Context: an optimization exercise on an open-source flow, tuned for small area, a short achievable clock period and few clock cycles per item. The choices shown serve that exercise and are no tape-out recipe. No functional check of the RTL was part of any run shown here. No activity file was given, so power comes from the tool's default toggle rates.

--- flow/config.mk ---
export PLATFORM = sky130hd
export DESIGN_NAME = bson_field_locator
export DESIGN_NICKNAME = bson_field_locator
export VERILOG_FILES = /design/flow/design.v
export SDC_FILE = /design/flow/constraint.sdc
export NUM_CORES = 4
export LEC_CHECK = 0
export CAP_MARGIN = 20
export CORE_MARGIN = 2
export CORE_UTILIZATION = 40
export SLEW_MARGIN = 20
--- flow/constraint.sdc ---
create_clock -name core_clock -period 5.0 [get_ports {clk}]
set_input_delay 1.0000 -clock core_clock [delete_from_list [all_inputs] [get_ports {clk}]]
set_output_delay 1.0000 -clock core_clock [all_outputs]
set_load 0.01 [all_outputs]
--- flow/design.v ---
package bfl_pkg;
  localparam int unsigned MAX_NAME_BYTES_DEF = 16;
  localparam int unsigned OFFSET_BITS_DEF    = 24;
  localparam int unsigned OUT_OFS_W  = 24;
  localparam int unsigned NAME_IDX_W = 5;
  localparam logic [1:0] REG_NAME_LOW  = 2'd0;
  localparam logic [1:0] REG_NAME_HIGH = 2'd1;
  localparam logic [1:0] REG_NAME_LEN  = 2'd2;
  localparam logic [1:0] ST_FOUND     = 2'd0;
  localparam logic [1:0] ST_NOT_FOUND = 2'd1;
  localparam logic [1:0] ST_BAD_TYPE  = 2'd2;
  localparam logic [1:0] ST_TRUNCATED = 2'd3;
  localparam logic [7:0] SZ_LEN  = 8'h80;
  localparam logic [7:0] SZ_LEN4 = 8'h84;
  localparam logic [7:0] SZ_LEN5 = 8'h85;
  localparam logic [7:0] SZ_NONE = 8'hff;
  localparam logic [7:0] TYPE_STRING  = 8'd2;
  localparam logic [7:0] TYPE_BINDATA = 8'd5;
  localparam logic [7:0] TYPE_REGEX   = 8'd11;
  localparam logic [7:0] TYPE_DBREF   = 8'd12;
  localparam logic [7:0] TYPE_CODE    = 8'd13;
  localparam logic [7:0] TYPE_SYMBOL  = 8'd14;
  localparam logic [7:0] TYPE_CWS     = 8'd15;
  typedef enum logic [3:0] {
    PH_HEADER = 4'd0,
    PH_TYPE   = 4'd1,
    PH_NAME   = 4'd2,
    PH_LENGTH = 4'd3,
    PH_SKIP   = 4'd4,
    PH_REGEX1 = 4'd5,
    PH_REGEX2 = 4'd6,
    PH_IDLE   = 4'd7
  } phase_t;
  function automatic logic [7:0] size_code(input logic [7:0] t);
    logic [7:0] z;
    case (t)
      8'd0, 8'd6, 8'd10, 8'd127, 8'd255: z = 8'd0;
      8'd1, 8'd9, 8'd17, 8'd18:          z = 8'd8;
      8'd2:                              z = SZ_LEN4;
      8'd3, 8'd4:                        z = SZ_LEN;
      8'd5:                              z = SZ_LEN5;
      8'd7:                              z = 8'd12;
      8'd8:                              z = 8'd1;
      8'd16:                             z = 8'd4;
      default:                           z = SZ_NONE;
    endcase
    size_code = z;
  endfunction
  function automatic logic signed [5:0] length_adjust(input logic [7:0] t);
    logic signed [5:0] a;
    case (t)
      TYPE_STRING, TYPE_CODE, TYPE_SYMBOL: a = 6'sd0;
      TYPE_BINDATA:                        a = 6'sd1;
      TYPE_DBREF:                          a = 6'sd12;
      default:                             a = -6'sd4;
    endcase
    length_adjust = a;
  endfunction
endpackage
module bson_field_locator (
  input  logic                 clk,
  input  logic                 rst,
  input  logic                 in_valid,
  output logic                 in_ready,
  input  logic [7:0]           doc_byte,
  input  logic                 doc_last,
  output logic                 out_valid,
  input  logic                 out_ready,
  output logic [1:0]           status,
  output logic [bfl_pkg::OUT_OFS_W-1:0] element_offset,
  output logic [7:0]           element_type,
  output logic [bfl_pkg::OUT_OFS_W-1:0] value_offset,
  input  logic                 cfg_valid,
  output logic                 cfg_ready,
  input  logic [1:0]           cfg_index,
  input  logic [63:0]          cfg_data
);
  localparam logic [2:0] S_HEADER = 3'd0;
  localparam logic [2:0] S_TYPE   = 3'd1;
  localparam logic [2:0] S_NAME   = 3'd2;
  localparam logic [2:0] S_LENGTH = 3'd3;
  localparam logic [2:0] S_SKIP   = 3'd4;
  localparam logic [2:0] S_REGEX1 = 3'd5;
  localparam logic [2:0] S_REGEX2 = 3'd6;
  localparam logic [2:0] S_IDLE   = 3'd7;
  logic [63:0] name_lo, name_hi;
  logic        lo_set, hi_set;
  logic [4:0]  len_eff;             
  logic [7:0]  cur;
  logic        zero_byte, last, v_r;
  logic [2:0]  phase, phase_next;
  logic [4:0]  cnt;                 
  logic        mism;                
  logic [7:0]  tgt_r;               
  logic [31:0] skip;                
  logic [23:0] pos;                 
  logic [23:0] estart;              
  logic [7:0]  etype;               
  logic [1:0]  st;
  logic        in_rdy;
  logic        in_fire, proc, emit, emit_fire, clear_res, ov_next;
  logic [1:0]  emit_status;
  logic        at_len, name_match;
  logic [7:0]  tgt_next;
  logic        t_zero, t_fixed, t_len, t_regex;
  logic [3:0]  t_size;
  logic        a_p1, a_p12, a_m4;   
  assign in_ready  = in_rdy;
  assign cfg_ready = 1'b1;
  assign in_fire   = in_valid && in_rdy;
  always_ff @(posedge clk) begin
    if (cfg_valid && !rst && cfg_index == bfl_pkg::REG_NAME_LOW)  name_lo <= cfg_data;
    if (cfg_valid && !rst && cfg_index == bfl_pkg::REG_NAME_HIGH) name_hi <= cfg_data;
  end
  always_ff @(posedge clk) begin
    if (rst) begin
      lo_set  <= 1'b0;
      hi_set  <= 1'b0;
      len_eff <= 5'd1;
    end else if (cfg_valid) begin
      case (cfg_index)
        bfl_pkg::REG_NAME_LOW:  lo_set <= 1'b1;
        bfl_pkg::REG_NAME_HIGH: hi_set <= 1'b1;
        bfl_pkg::REG_NAME_LEN:  len_eff <= cfg_data[4] ? 5'd16 : {1'b0, cfg_data[3:0]};
        default: ;
      endcase
    end
  end
  always_ff @(posedge clk) begin
    if (in_fire) begin
      cur       <= doc_byte;
      zero_byte <= (doc_byte == 8'd0);
      last      <= doc_last;
    end
  end
  always_comb begin
    if (phase == S_TYPE) tgt_next = lo_set ? name_lo[7:0] : 8'd0;
    else begin
      case (cnt[3:0])
        4'd0:  tgt_next = lo_set ? name_lo[15:8]  : 8'd0;
        4'd1:  tgt_next = lo_set ? name_lo[23:16] : 8'd0;
        4'd2:  tgt_next = lo_set ? name_lo[31:24] : 8'd0;
        4'd3:  tgt_next = lo_set ? name_lo[39:32] : 8'd0;
        4'd4:  tgt_next = lo_set ? name_lo[47:40] : 8'd0;
        4'd5:  tgt_next = lo_set ? name_lo[55:48] : 8'd0;
        4'd6:  tgt_next = lo_set ? name_lo[63:56] : 8'd0;
        4'd7:  tgt_next = hi_set ? name_hi[7:0]   : 8'd0;
        4'd8:  tgt_next = hi_set ? name_hi[15:8]  : 8'd0;
        4'd9:  tgt_next = hi_set ? name_hi[23:16] : 8'd0;
        4'd10: tgt_next = hi_set ? name_hi[31:24] : 8'd0;
        4'd11: tgt_next = hi_set ? name_hi[39:32] : 8'd0;
        4'd12: tgt_next = hi_set ? name_hi[47:40] : 8'd0;
        4'd13: tgt_next = hi_set ? name_hi[55:48] : 8'd0;
        4'd14: tgt_next = hi_set ? name_hi[63:56] : 8'd0;
        default: tgt_next = 8'd0;
      endcase
    end
  end
  assign at_len     = (cnt == len_eff);
  assign name_match = !mism && at_len;
  always_comb begin
    t_zero  = 1'b0;
    t_fixed = 1'b0;
    t_len   = 1'b0;
    t_regex = 1'b0;
    t_size  = 4'd0;
    a_p1    = 1'b0;
    a_p12   = 1'b0;
    a_m4    = 1'b0;
    case (etype)
      8'd6, 8'd10, 8'd127, 8'd255: t_zero = 1'b1;
      8'd1, 8'd9, 8'd17, 8'd18: begin t_fixed = 1'b1; t_size = 4'd8; end
      8'd7:  begin t_fixed = 1'b1; t_size = 4'd12; end
      8'd8:  begin t_fixed = 1'b1; t_size = 4'd1; end
      8'd16: begin t_fixed = 1'b1; t_size = 4'd4; end
      8'd2, 8'd13, 8'd14: t_len = 1'b1;
      8'd5:  begin t_len = 1'b1; a_p1 = 1'b1; end
      8'd12: begin t_len = 1'b1; a_p12 = 1'b1; end
      8'd3, 8'd4, 8'd15: begin t_len = 1'b1; a_m4 = 1'b1; end
      8'd11: t_regex = 1'b1;
      default: ;
    endcase
  end
  logic [31:0] nlen;
  logic        n_hi_zero, n_hi_ones, n_short;
  logic        s_hi_zero, s_hi_ones, s_end;
  assign nlen      = {cur, skip[31:8]};
  assign n_hi_zero = (nlen[30:4] == 27'd0);
  assign n_hi_ones = (nlen[30:4] == {27{1'b1}});
  always_comb begin
    if (a_m4)       n_short = nlen[31] || (n_hi_zero && !(nlen[3] || (nlen[2] && (nlen[1] || nlen[0]))));
    else if (a_p1)  n_short = nlen[31];
    else if (a_p12) n_short = nlen[31] && !(n_hi_ones && (nlen[3] || (nlen[2] && (nlen[1] || nlen[0]))));
    else            n_short = nlen[31] || (n_hi_zero && nlen[3:0] == 4'd0);
  end
  assign s_hi_zero = (skip[31:4] == 28'd0);
  assign s_hi_ones = (skip[31:4] == {28{1'b1}});
  always_comb begin
    if (a_m4)       s_end = s_hi_zero && skip[3:0] == 4'd5;
    else if (a_p1)  s_end = s_hi_zero && skip[3:0] == 4'd0;
    else if (a_p12) s_end = s_hi_ones && skip[3:0] == 4'd5;
    else            s_end = s_hi_zero && skip[3:0] == 4'd1;
  end
  always_comb begin
    phase_next  = phase;
    emit        = 1'b0;
    emit_status = bfl_pkg::ST_NOT_FOUND;
    case (phase)
      S_HEADER: if (cnt[1:0] == 2'd3) phase_next = S_TYPE;
      S_TYPE: begin
        if (zero_byte) begin
          phase_next = S_IDLE;
          emit       = 1'b1;
        end else begin
          phase_next = S_NAME;
        end
      end
      S_NAME: begin
        if (zero_byte && !last) begin
          if (name_match) begin
            phase_next  = S_IDLE;
            emit        = 1'b1;
            emit_status = bfl_pkg::ST_FOUND;
          end else if (t_zero) phase_next = S_TYPE;
          else if (t_fixed) phase_next = S_SKIP;
          else if (t_len) phase_next = S_LENGTH;
          else if (t_regex) phase_next = S_REGEX1;
          else begin
            phase_next  = S_IDLE;
            emit        = 1'b1;
            emit_status = bfl_pkg::ST_BAD_TYPE;
          end
        end
      end
      S_LENGTH: if (cnt[1:0] == 2'd3) phase_next = n_short ? S_TYPE : S_SKIP;
      S_SKIP:   if (s_end) phase_next = S_TYPE;
      S_REGEX1: if (zero_byte) phase_next = S_REGEX2;
      S_REGEX2: if (zero_byte) phase_next = S_TYPE;
      default: ;
    endcase
    if (last) begin
      phase_next = S_HEADER;
      if (phase != S_IDLE) begin
        emit        = 1'b1;
        emit_status = (phase == S_TYPE) ? bfl_pkg::ST_NOT_FOUND : bfl_pkg::ST_TRUNCATED;
      end
    end
  end
  assign proc      = v_r && (!out_valid || phase == S_IDLE ||
                             (phase == S_HEADER && cnt[1:0] != 2'd3 && !last));
  assign emit_fire = proc && emit;
  assign clear_res = emit && (emit_status != bfl_pkg::ST_FOUND);
  assign ov_next   = emit_fire || (out_valid && !out_ready);
  always_ff @(posedge clk) begin
    if (rst) begin
      phase <= S_HEADER;
      cnt   <= 5'd0;
    end else if (proc) begin
      phase <= phase_next;
      if (last || phase == S_TYPE || (phase == S_NAME && zero_byte)) cnt <= 5'd0;
      else if (phase == S_HEADER || phase == S_NAME || phase == S_LENGTH) cnt <= cnt + 5'd1;
    end
  end
  always_ff @(posedge clk) begin
    if (proc) begin
      case (phase)
        S_TYPE: begin
          mism  <= 1'b0;
          tgt_r <= tgt_next;
        end
        S_NAME: if (!zero_byte) begin
          if (at_len || cur != tgt_r) mism <= 1'b1;
          tgt_r <= tgt_next;
        end
        default: ;
      endcase
    end
  end
  always_ff @(posedge clk) begin
    if (proc) begin
      case (phase)
        S_NAME: if (zero_byte) skip <= {28'd0, t_size};
        S_LENGTH: skip <= nlen;
        S_SKIP: skip <= skip - 32'd1;
        default: ;
      endcase
    end
  end
  always_ff @(posedge clk) begin
    if (proc) begin
      if (clear_res) begin
        pos    <= 24'd0;
        estart <= 24'd0;
        etype  <= 8'd0;
      end else begin
        case (phase)
          S_HEADER: if (cnt[1:0] == 2'd3) pos <= 24'd4;
          S_IDLE: ;
          default: pos <= pos + 24'd1;
        endcase
        if (phase == S_TYPE) begin
          estart <= pos;
          etype  <= cur;
        end
      end
      if (emit) st <= emit_status;
    end
  end
  logic v_n, l_n;
  assign v_n = in_fire || (v_r && !proc);
  assign l_n = in_fire ? doc_last : last;
  always_ff @(posedge clk) begin
    if (rst) begin
      out_valid <= 1'b0;
      in_rdy    <= 1'b1;
      v_r       <= 1'b0;
    end else begin
      out_valid <= ov_next;
      v_r       <= v_n;
      in_rdy    <= !v_n || !ov_next || (emit_fire && !(last && l_n));
    end
  end
  assign status         = st;
  assign element_offset = estart;
  assign element_type   = etype;
  assign value_offset   = pos;
endmodule
--- flow/run.sh ---
#!/bin/bash
# synth_recipe.tcl (not shown) runs the flow's synth.tcl, then flattens the netlist and writes it again
# the make line also repeats each setting of config.mk as NAME=value (left out here)
make -C /OpenROAD-flow-scripts/flow DESIGN_CONFIG=/design/flow/config.mk WORK_HOME=/design/flow/orfs CLKGATE_MAP_FILE= SYNTH_SCRIPT=/design/flow/synth_recipe.tcl finish
==> results of run 1 <==
[flip-flops by register name, indices dropped and copies added (netlist names), 2 cells and up]
| signal | count |
|---|---|
| cnt | 5 |
| name_lo | 64 |
| st | 2 |
| len_eff | 5 |
| tgt_r | 8 |
| pos | 24 |
| skip | 32 |
| etype | 8 |
| name_hi | 64 |
| phase | 3 |
| cur | 8 |
| estart | 24 |
[worst paths after layout]
check / from / endpoint / slack (ps) / cells past startpoint
setup / recovery: phase[1]$_SDFFE_PP0P_ / estart[16]$_SDFFCE_PP0P_ / 1450 / 7
hold / removal: hi_set$_SDFFE_PP0P_ / hi_set$_SDFFE_PP0P_ / 440 / 1
setup reg to reg: phase[1]$_SDFFE_PP0P_ / estart[16]$_SDFFCE_PP0P_ / 1450 / 7
hold reg to reg: hi_set$_SDFFE_PP0P_ / hi_set$_SDFFE_PP0P_ / 440 / 1
[cell usage after synthesis (17+ instances only)]
cell      number  share of area
edfxtp_1     236           0.60
nand2_1       85          0.027
nor2_1        61          0.020
o21ai_0       53          0.023
clkbuf_1      45          0.014
and2_1        38          0.020
a21oi_1       37          0.016
xor2_1        33          0.025
xnor2_1       31          0.023
nand3_1       26          0.011
a22o_1        23          0.017
a22oi_1       22          0.014
nor3_1        20         0.0085
dfxtp_1       19          0.032
inv_1         17         0.0054
[layer usage]
layer / wire length, um / share of wire
met2: 13100 / 0.48
met4: 512 / 0.019
met5: 0 / 0
met1: 12400 / 0.45
met3: 1590 / 0.058
[where the power goes]
group	internal (mW)	total (mW)	leakage (nW)	switching [mW]
registers	2.40	2.45	2.29	0.0499
clock network	1.21	2.03	0.439	0.814
logic	0.163	0.327	1.97	0.164
[per-stage QoR]
step | util | power, mW | area, um^2 | std cells
2_1_floorplan | - | 2.64 | 11800 | 952
3_3_place_gp | 0.471 | 2.82 | 13600 | 1437
3_5_place_dp | 0.471 | 2.82 | 13600 | 1437
4_1_cts | 0.503 | 4.86 | 14500 | 1489
5_1_grt | 0.503 | 4.97 | 14500 | 1489
6_report | 0.503 | 4.80 | 14500 | 1489
[cell usage in the layout (no fill, tap or decap), types with 28 or more instances in the layout]
master           Yosys  final
xnor2_1             31     31
edfxtp_1           236    236
clkdlybuf4s50_1      0    139
nor2_1              61     60
xor2_1              33     33
and2_1              38     38
a21oi_1             37     34
o21ai_0             53     53
nand2_1             85     85
clkbuf_16            0     28
[cell type report]
type	instances	area, um^2
Sequential cell	255	7470
Clock inverter	13	148
Tap cell	384	480
Inverter	18	67.6
Timing Repair Buffer	155	1510
Fill cell	2507	14300
Clock buffer	39	762
Multi-Input combinational cell	625	4050
[kinds of logic after synthesis]
group	count (synthesis)
fa+ha+maj	7
compound gates	207
simple gates	337
flops	255
xor+xnor	64
mux	9
buf+inv	72
other cells	1
[critical path: cells and delay by family, from the launching register on]
kind	cells	cell delay, ps
AO/OA/AOI/OAI	3	1750
flip-flops	1	680
buffers and inverters	1	170
AND/OR/NAND/NOR	3	550
==> reports/results.tsv, run 1 <==
metric	value	unit
antenna_found_initial	0	
drc	0	
cts.path.max_buffers	3	
met1_usage	0.254	
grt_pass1_wl	44200	um
max_stage_delay	810	ps
hold_slack	443	ps
dr.pass1.iters	5	
hp-class	flop to flop	
fin_worst_skew	8.92	ps
hold_viol_final	0	
vias	8078	
ir_drop	292	uV
core-area	28800	um^2
p_leak	4.70	nW
die_area	30700	um^2
ioPinCount	141	
cp_data_required_time	5160	ps
nets	1170	
ys_seq_elements	255	
wl_per_cell	18.5	um
use_met2	0.290	
num_antenna_cells	0	
clockRootBuffer	clkbuf_16	
grt_max_degree	66	
synthCells	952	
synth_edf_count	236	
clock-sinks	255	
cts_resized	0	
setup_ws	1450	ps
rows	62	
totalWireLength	27600	um
gp_congestion	0.853	
pwr_density_cell	332	nW/um^2
io_buffers	139	
die_h	175	um
crit_chain	nor2b_1, nand2b_1, clkinv_1, nand2_1, o41ai_2, o21ai_0, a21oi_4	
synth-simple-area-share	0.151	
top_usage_layer	met2	
synth_top_family_by_area	simple AND/OR/NAND/NOR gates	
synth-compound-area-share	0.123	
crit_arrival	3710	ps
synth.distinct_cells	71	
synth_nets	1039	
timing.final.crit_period	3550	ps
synth_area	11700	um^2
dp_hpwl	18600	um
synth_top_flop_cell	edfxtp_1	
vias_per_cell	5.43	
slew_headroom	0.243	
worstPathMaxFanout	32	
grt_pass1_vias	7907	
clk_pin_slew	60	ps
track_usage	0.179	
finalCritPeriodShare	0.709	
cts_hold_buffers	0	
worst_skew_pair.late_latency	550	ps
slowest_stage	a21oi_4	
htreeDepth	1	
start_util	0.408	
synth_seq_area_share	0.636	
yosys_warnings	1	
critPathLaunchType	flop	
grt_use_met3	0.0290	
synth_xor_xnor_area_share	0.0478	
dp_slack	1290	ps
synthArstFlopShare	0	
worstSetupPathType	flop to flop	
synthAdderAreaFrac	0.00747	
status	finished clean	
cts_made_buffers	28	
synth_mux_area_frac	0.00864	
syn_to_final_growth	23.4	%
postCtsSetupRepairBufs	0	
ant_nets	0	
die_w	175	um
setup_violations	0	
rsz0062_at_grt	no	
slew_viol_final	0	
cts_tree	built	
worstMarginPinSlew	1140	ps
setup_tns	0	ps
avgSynthCellArea	12.3	um^2
crit_path_end_kind	flop	
overflow	0	
drt_iter0_markers	729	
fmax	0.282	GHz
drive_above_1_share	0.0679	
drv_cap	0	
==> run 2, diff against run 1 <==
--- a/flow/config.mk
+++ b/flow/config.mk
@@ -8,4 +8,5 @@
 export CAP_MARGIN = 20
 export CORE_MARGIN = 2
 export CORE_UTILIZATION = 40
+export SETUP_SLACK_MARGIN = 2.6
 export SLEW_MARGIN = 20
==> reports/results.tsv, run 2 <==
metric	value	unit
timing.final.crit_period	2710	ps
final_common_cell	edfxtp_1	
comb_power_share	0.089	
vias_per_cell	5.47	
worstSetupPathType	flop to flop	
nets	1275	
critPathLaunchType	flop	
num-fill-cells	2399	
syn_to_final_growth	35.1	%
slew_headroom	0.480	
ys_seq_elements	255	
p_switching	1.10	mW
dp_hpwl	18900	um
grt_pass1_wl	48300	um
cts_tree	built	
slew_viol_final	0	
fmax	0.369	GHz
vias	8721	
hold_slack	460	ps
cts_made_buffers	28	
setup_tns	0	ps
crit_arrival	3130	ps
switching_share	0.223	
cp_data_required_time	5430	ps
drc	0	
worstPathMaxFanout	3	
rsz0062_at_grt	yes	
totalWireLength	31100	um
layout_common_cells	edfxtp_1, buf_4, nand2_1, clkdlybuf4s50_1	
yosysTopAreaCellShare	0.604	
ioPinCount	141	
p_leak	5.52	nW
ant_nets	0	
finalCritPeriodShare	0.541	
crit_path_end_kind	flop	
track_usage	0.199	
io_buffers	139	
hold_viol_final	0	
overflow	0	
synth_nets	1039	
clock-sinks	255	
worstMarginPinSlew	772	ps
core-area	28800	um^2
synth_area	11700	um^2
num_antenna_cells	0	
synthArstFlopShare	0	
drv_cap	0	
setup_violations	0	
synth_area_leaders	edfxtp_1, dfxtp_1, nand2_1	
synth_top_flop_cell	edfxtp_1	
multiInputGateArea	4490	um^2
synth_edf_count	236	
grt_max_degree	50	
synth_seq_area_share	0.636	
htreeDepth	1	
pwr_density_cell	311	nW/um^2
clkPwrFrac	0.416	
cts.path.max_buffers	3	
ir_drop	272	uV
fin_worst_skew	19.5	ps
worst_skew_pair.late_latency	550	ps
avgSynthCellArea	12.3	um^2
yosys_warnings	1	
drt_iter0_markers	863	
synth.distinct_cells	71	
intPower	3.84	mW
die_w	175	um
synthCells	952	
instances_no_fill	1594	
cts_hold_buffers	0	
status	finished clean	
hp-class	flop to flop	
yosysTopAreaCell	edfxtp_1	
yosysMostFrequentCell	edfxtp_1	
synth_common_cells	edfxtp_1, nand2_1, nor2_1	
wl_per_cell	19.5	um
grt_pass1_vias	8696	
seqPwrFrac	0.494	
start_util	0.408	
clk_pin_slew	60	ps
dr.pass1.iters	6	
die_area	30700	um^2
gp_congestion	0.849	
seq_area	7480	um^2
rows	62	
clockRootBuffer	clkbuf_16	
largestRegisters	name_hi: 64 flops, name_lo: 64 flops, skip: 32 flops	
die_h	175	um
post-place-cells	1432	
antenna_found_initial	0	
drive_above_1_share	0.202	
run 2: cell counts after synthesis:
No cell type changed its count.
run 2: final cells by class:
cell class	count	area share
Timing Repair Buffer	255	0.152
Inverter	18	0.00426
Clock buffer	36	0.0474
Tap cell	384	0.0303
Sequential cell	255	0.472
Clock inverter	16	0.0110
Multi-Input combinational cell	630	0.283
run 2: layer usage:
layer / share of wire / routed length (um) / track usage / up-vias
li1: - / - / - / 4118
met5: 0 / 0 / 0 / -
met4: 0.024 / 753 / 0.0608 / 0
met1: 0.44 / 13700 / 0.269 / 4274
met2: 0.48 / 15000 / 0.330 / 278
met3: 0.052 / 1630 / 0.0312 / 51
run 2: logic make-up (layout without fill, tap and decap cells):
logic type,count (synthesis),after routing,share of synthesized area
XOR/XNOR,64,64,0.0478
flip-flops,255,255,0.636
buffers and inverters,72,325,0.0250
adder cells (fa/ha/maj),7,7,0.00746
other,1,1,0.000320
AND/OR/NAND/NOR,337,338,0.151
multiplexers,9,9,0.00864
AO/OA/AOI/OAI,207,211,0.123
run 2: worst max-delay path, stage by stage, from the launching register on:
cell and delay, ps:
edfxtp_1 420, or4_4 570, nor4_4 380, a31oi_2 170
or4_4 510, o22a_4 260, mux2_4 290
run 2: power by group through the flow:
stage	registers, mW	logic (mW)	clock network [mW]
2_1_floorplan	2.48	0.167	0
3_3_place_gp	2.49	0.327	0
3_5_place_dp	2.50	0.329	0
4_1_cts	2.44	0.421	2.10
5_1_grt	2.44	0.474	2.17
6_report	2.44	0.441	2.06
run 2: through the flow:
step	power, mW	util	setup slack, ps	instance area [um^2]
detailed placement	2.82	0.472	1630	13600
global route	5.09	0.551	2260	15900
CTS	4.96	0.536	2330	15400
global placement	2.82	0.472	1740	13600
finish	4.94	0.551	2290	15900
floorplan	2.65	-	1370	11900
run 2: timing repair:
action	in CTS	in global routing
buffers inserted	71	31
gates cloned	8	0
endpoints found under the setup margin	245	216
pin swaps	19	14
gates resized for setup	117	39
run 2: path summary, 6_finish.rpt:
path / from / endpoint / slack (ps) / cells past startpoint
worst max-delay path: skip[22]$_DFFE_PP_ / phase[1]$_SDFFE_PP0P_ / 2290 / 6
worst min-delay path: hi_set$_SDFFE_PP0P_ / hi_set$_SDFFE_PP0P_ / 460 / 1
worst max register to register: skip[22]$_DFFE_PP_ / phase[1]$_SDFFE_PP0P_ / 2290 / 6
worst min register to register: hi_set$_SDFFE_PP0P_ / hi_set$_SDFFE_PP0P_ / 460 / 1
==> run 3, diff against run 2 <==
--- a/flow/config.mk
+++ b/flow/config.mk
@@ -5,6 +5,7 @@
 export SDC_FILE = /design/flow/constraint.sdc
 export NUM_CORES = 4
 export LEC_CHECK = 0
+export ABC_CLOCK_PERIOD_IN_PS = 2000
 export CAP_MARGIN = 20
 export CORE_MARGIN = 2
 export CORE_UTILIZATION = 40
==> reports/results.tsv, run 3 <==
metric	value	unit
status	finished clean	
antenna_found_initial	0	
dpl_cell_area	13600	um^2
synth.distinct_cells	71	
layout_common_cells	edfxtp_1, buf_4, nand2_1, clkdlybuf4s50_1	
rsz0062_at_grt	yes	
dp_hpwl	18900	um
drv_cap	0	
vias_per_cell	5.47	
clk_pin_slew	60	ps
critPathLaunchType	flop	
num-fill-cells	2399	
die_w	175	um
fmax	0.369	GHz
yosysTopAreaCellShare	0.604	
dp_slack	1630	ps
drive_above_1_share	0.202	
totalWireLength	31100	um
synth_nets	1039	
final_common_cell	edfxtp_1	
crit_path_end_kind	flop	
gp_congestion	0.849	
worstSetupPathType	flop to flop	
syn_to_final_growth	35.1	%
dr.pass1.iters	6	
avgSynthCellArea	12.3	um^2
yosys_warnings	1	
synth_top_flop_cell	edfxtp_1	
drt_iter0_markers	863	
ys_seq_elements	255	
synth_top_family_by_area	simple AND/OR/NAND/NOR gates	
io_buffers	139	
synth-simple-area-share	0.151	
instances_no_fill	1594	
ioPinCount	141	
synth_common_cells	edfxtp_1, nand2_1, nor2_1	
final_area	15900	um^2
synthCells	952	
crit_arrival	3130	ps
final_util	0.551	
cp_data_required_time	5430	ps
die_h	175	um
ant_nets	0	
timing.final.crit_period	2710	ps
hp-class	flop to flop	
cts.path.max_buffers	3	
synth-compound-area-share	0.123	
finalCritPeriodShare	0.541	
p_leak	5.52	nW
htreeDepth	1	
track_usage	0.199	
synth_mux_area_frac	0.00864	
overflow	0	
drc	0	
start_util	0.408	
nets	1275	
synth_edf_count	236	
worstPathMaxFanout	3	
ir_drop	272	uV
vias	8721	
cts_made_buffers	28	
clockRootBuffer	clkbuf_16	
post-place-cells	1432	
synth_area_leaders	edfxtp_1, dfxtp_1, nand2_1	
setup_ws	2290	ps
grt_max_degree	50	
setup_violations	0	
synthAdderAreaFrac	0.00747	
fin_worst_skew	19.5	ps
pwr_density_cell	311	nW/um^2
yosysMostFrequentCell	edfxtp_1	
wl_per_cell	19.5	um
hold_viol_final	0	
worstMarginPinSlew	772	ps
grt_pass1_vias	8696	
synth_area	11700	um^2
worst_skew_pair.late_latency	550	ps
setup_tns	0	ps
cts_tree	built	
clock-sinks	255	
rows	62	
slew_headroom	0.480	
grt_pass1_wl	48300	um
slew_viol_final	0	
core-area	28800	um^2
synth_xor_xnor_area_share	0.0478	
synth_seq_area_share	0.636	
synthArstFlopShare	0	
yosysTopAreaCell	edfxtp_1	
die_area	30700	um^2
num_antenna_cells	0	
largestRegisters	name_hi: 64 flops, name_lo: 64 flops, skip: 32 flops	
run 3: worst paths after layout:
kind / cells after the start / slack [ps] / from / end
worst max-delay path: 6 / 2290 / skip[22]$_DFFE_PP_ / phase[1]$_SDFFE_PP0P_
worst min-delay path: 1 / 460 / hi_set$_SDFFE_PP0P_ / hi_set$_SDFFE_PP0P_
worst max register to register: 6 / 2290 / skip[22]$_DFFE_PP_ / phase[1]$_SDFFE_PP0P_
worst min register to register: 1 / 460 / hi_set$_SDFFE_PP0P_ / hi_set$_SDFFE_PP0P_
run 3: layout make-up:
type                    instances  area [um^2]  area share
multi-input cells             630         4490       0.283
clock buffers                  36          751      0.0474
repair buffers                255         2410       0.152
flip-flops and latches        255         7480       0.472
well taps                     384          480      0.0303
clock inverters                16          174      0.0110
inverters                      18         67.6     0.00426
run 3: cell families after synthesis:
family	Yosys count
muxes	9
xor gates and xnor gates	64
other	1
DFF	255
and+or+nand+nor	337
buffers and inverters	72
adders and majority gates	7
AOI/OAI and AO/OA	207
run 3: repair_timing:
| item | 4_1_cts | 5_1_grt |
|---|---|---|
| setup endpoints to repair | 245 | 216 |
| buffers inserted | 71 | 31 |
| hold buffers | 0 | 0 |
| gates cloned | 8 | 0 |
| gates resized for setup | 117 | 39 |
| pin swaps | 19 | 14 |
run 3: power by group:
| part | switching, mW | total [mW] | internal [mW] |
|---|---|---|---|
| combinational | 0.216 | 0.441 | 0.225 |
| clock | 0.840 | 2.06 | 1.22 |
| sequential | 0.0433 | 2.44 | 2.40 |
run 3: routing by layer:
layer / part of all wire / track usage
met3: 0.052 / 0.0312
met2: 0.48 / 0.330
met5: 0 / 0
met4: 0.024 / 0.0608
met1: 0.44 / 0.269
run 3: worst max-delay path: stages, from the launching register on:
cell	delay, ps
edfxtp_1	420
or4_4	570
nor4_4	380
a31oi_2	170
or4_4	510
o22a_4	260
mux2_4	290
run 3: per-stage QoR:
step | total power, mW | hold slack, ps
2_1_floorplan | 2.65 | 418
3_3_place_gp | 2.82 | 429
3_5_place_dp | 2.82 | 442
4_1_cts | 4.96 | 457
5_1_grt | 5.09 | 481
6_report | 4.94 | 460
==> run 4, diff against run 3 <==
==> flow/flow/run.sh (new file) <==
#!/bin/bash
# The standard layout (the standard.sh: its synthesis, floorplan, placement, CTS and routing
# unchanged), with the port buffers that global placement inserts made buf_1 cells instead of the
# default delay-buffer cells. Every input and output port still gets its own buffer.
set -euo pipefail
bash standard.sh "BUFFER_PORTS_ARGS=-buffer_cell sky130_fd_sc_hd__buf_1" finish > standard_make.log 2>&1
==> flow/standard.sh (new file) <==
#!/bin/bash
# synth_recipe.tcl (not shown) runs the flow's synth.tcl, then flattens the netlist and writes it again
# the make line also repeats each setting of config.mk as NAME=value (left out here)
make -C /OpenROAD-flow-scripts/flow DESIGN_CONFIG=/design/flow/config.mk WORK_HOME=/design/flow/orfs CLKGATE_MAP_FILE= SYNTH_SCRIPT=/design/flow/synth_recipe.tcl "${@:-finish}"
--- a/flow/config.mk
+++ b/flow/config.mk
@@ -5,9 +5,7 @@
 export SDC_FILE = /design/flow/constraint.sdc
 export NUM_CORES = 4
 export LEC_CHECK = 0
-export ABC_CLOCK_PERIOD_IN_PS = 2000
 export CAP_MARGIN = 20
 export CORE_MARGIN = 2
 export CORE_UTILIZATION = 40
-export SETUP_SLACK_MARGIN = 2.6
 export SLEW_MARGIN = 20
removed: flow/run.sh
==> reports/results.tsv, run 4 <==
metric	value	unit
post-place-cells	1434	
timing.final.crit_period	3710	ps
cts_tree	built	
clockRootBuffer	clkbuf_16	
status	finished clean	
rsz0062_at_grt	no	
worst_skew_pair.late_latency	540	ps
ioPinCount	141	
postCtsSetupRepairBufs	0	
wl_per_cell	18.4	um
num_antenna_cells	0	
hp-class	flop to flop	
hold_viol_final	0	
drive_above_1_share	0.0672	
gp_congestion	0.786	
fmax	0.269	GHz
yosys_warnings	1	
synth_area	11700	um^2
setup_ws	1290	ps
fin_worst_skew	8.04	ps
overflow	0	
grt_pass1_vias	7848	
pwr_density_cell	341	nW/um^2
synth_top_flop_cell	edfxtp_1	
synth_nets	1039	
final_common_cell	edfxtp_1	
track_usage	0.177	
nets	1167	
dp_hpwl	18400	um
layout_common_cells	edfxtp_1, buf_1, nand2_1, nor2_1, o21ai_0	
multiInputGateArea	4050	um^2
p_leak	4.29	nW
synth_seq_area_share	0.636	
io_buffers	139	
dr.pass1.iters	5	
largestRegisters	name_hi: 64 flops, name_lo: 64 flops, skip: 32 flops	
synthArstFlopShare	0	
syn_to_final_growth	15.5	%
cts.path.max_buffers	3	
setup_violations	0	
slew_headroom	0.235	
die_h	175	um
dp_slack	1220	ps
crit_path_end_kind	flop	
ys_seq_elements	255	
cts_resized	0	
vias	8071	
drc	0	
synth_common_cells	edfxtp_1, nand2_1, nor2_1	
seq_area	7470	um^2
cp_data_required_time	5240	ps
cts_hold_buffers	0	
ant_nets	0	
grt_max_degree	62	
drt_iter0_markers	656	
antenna_found_initial	1	
synthCells	952	
setup_tns	0	ps
finalCritPeriodShare	0.743	
yosysTopAreaCellShare	0.604	
yosysTopAreaCell	edfxtp_1	
start_util	0.408	
synth.distinct_cells	71	
final_util	0.471	
drv_cap	0	
totalWireLength	27400	um
cts_made_buffers	27	
die_w	175	um
htreeDepth	1	
critPathLaunchType	flop	
crit_arrival	3950	ps
synth_edf_count	236	
num-fill-cells	2637	
core-area	28800	um^2
yosysMostFrequentCell	edfxtp_1	
rrSetupSlack	1290	ps
worstPathMaxFanout	20	
worstMarginPinSlew	1130	ps
worstSetupPathType	flop to flop	
p_total	4.62	mW
slew_viol_final	0	
rows	62	
clock-sinks	255	
avgSynthCellArea	12.3	um^2
clk_pin_slew	60	ps
vias_per_cell	5.44	
grt_pass1_wl	43400	um
synth_area_leaders	edfxtp_1, dfxtp_1, nand2_1	
ir_drop	273	uV
instances_no_fill	1485	
die_area	30700	um^2
-- run 4: changes by cell type in the layout (fill, tap and decap cells not counted), sizes merged --
cell | before | now
a2bb2oi | 3 | 2
clkinvlp | 4 | 1
a21oi | 40 | 37
bufinv | 3 | 2
buf | 117 | 153
clkinv | 10 | 11
nor2 | 62 | 61
inv | 17 | 18
clkdlybuf4s50 | 79 | 0
dlymetal6s2s | 6 | 0
dlygate4sd2 | 53 | 0
-- run 4: metrics by stage --
step           cell area (um^2)  hold slack (ps)
2_1_floorplan             11800              418
3_3_place_gp              12700              436
6_report                  13500              449
4_1_cts                   13500              451
5_1_grt                   13500              482
3_5_place_dp              12700              437
-- run 4: logic make-up (layout without fill, tap and decap cells) --
family,count (synthesis),count (layout),share of synthesized area
AO/OA/AOI/OAI,207,207,0.123
XOR/XNOR,64,64,0.0478
adder cells (fa/ha/maj),7,7,0.00746
buffers and inverters,72,221,0.0250
flip-flops,255,255,0.636
multiplexers,9,9,0.00864
other,1,1,0.000320
AND/OR/NAND/NOR,337,337,0.151
-- run 4: routing by layer --
metal | share of wire | wire (um) | GRT usage | up-vias
li1 | - | - | - | 3893
met1 | 0.45 | 12200 | 0.245 | 3890
met2 | 0.47 | 12900 | 0.287 | 247
met3 | 0.064 | 1760 | 0.0368 | 39
met4 | 0.020 | 551 | 0.0399 | 2
met5 | 0.00048 | 13 | 0 | -
-- run 4: path summary, 6_finish.rpt --
kind,end,depth (start not counted),startpoint
setup / recovery,estart[15]$_SDFFCE_PP0P_,8,phase[1]$_SDFFE_PP0P_
hold / removal,hi_set$_SDFFE_PP0P_,1,hi_set$_SDFFE_PP0P_
setup reg to reg,estart[15]$_SDFFCE_PP0P_,8,phase[1]$_SDFFE_PP0P_
hold reg to reg,hi_set$_SDFFE_PP0P_,1,hi_set$_SDFFE_PP0P_
-- run 4: where the power goes --
part           internal [mW]  switching [mW]
combinational          0.102           0.163
sequential              2.40          0.0506
clock                   1.11           0.795
total                   3.61            1.01
-- run 4: cell type report --
class                           count  share of cell area
Timing Repair Buffer              153              0.0477
Inverter                           18             0.00499
Multi-Input combinational cell    625               0.299
Clock buffer                       36              0.0531
Tap cell                          384              0.0355
Clock inverter                     14             0.00905
Sequential cell                   255               0.551
-- run 4: critical path: stages, from the launching register on --
cell      delay [ps]
dfxtp_1          680
nor2b_1          300
nand2b_1         120
clkinv_1         160
nand2_1           80
o41ai_1         1030
o21ai_0          300
a21oi_4          500
buf_16           230

==> re-timing with driven ports <==
No port has a modelled driver above. Below, the same layouts with a new extraction and two added sets of constraints. Step 1 sets driving cells, clkbuf_16 on the clock port and buf_2 on the other inputs (assumed; they add their load-dependent delay and slew). Step 2 moves the port delays by t, midway between the first and last clock arrival at a register: inputs arrive t later, outputs are due t later. That takes back most of the time a late clock gives input paths. a / b / c = ideal / step 1 / step 2; a / b = the first two.
| run | t (ns) | slack for setup (ns) | worst slew at a driven data input, ns |
|---|---|---|---|
| run 1 | 0.590 | 1.453 / 1.453 / 1.453 | 0.06 |
| run 2 | 0.591 | 2.293 / 2.293 / 2.181 | 0.05 |
| run 3 | 0.591 | 2.293 / 2.293 / 2.181 | 0.05 |
| run 4 | 0.581 | 1.287 / 1.287 / 1.287 | 0.07 |
After both steps setup and hold are still met in every run listed.
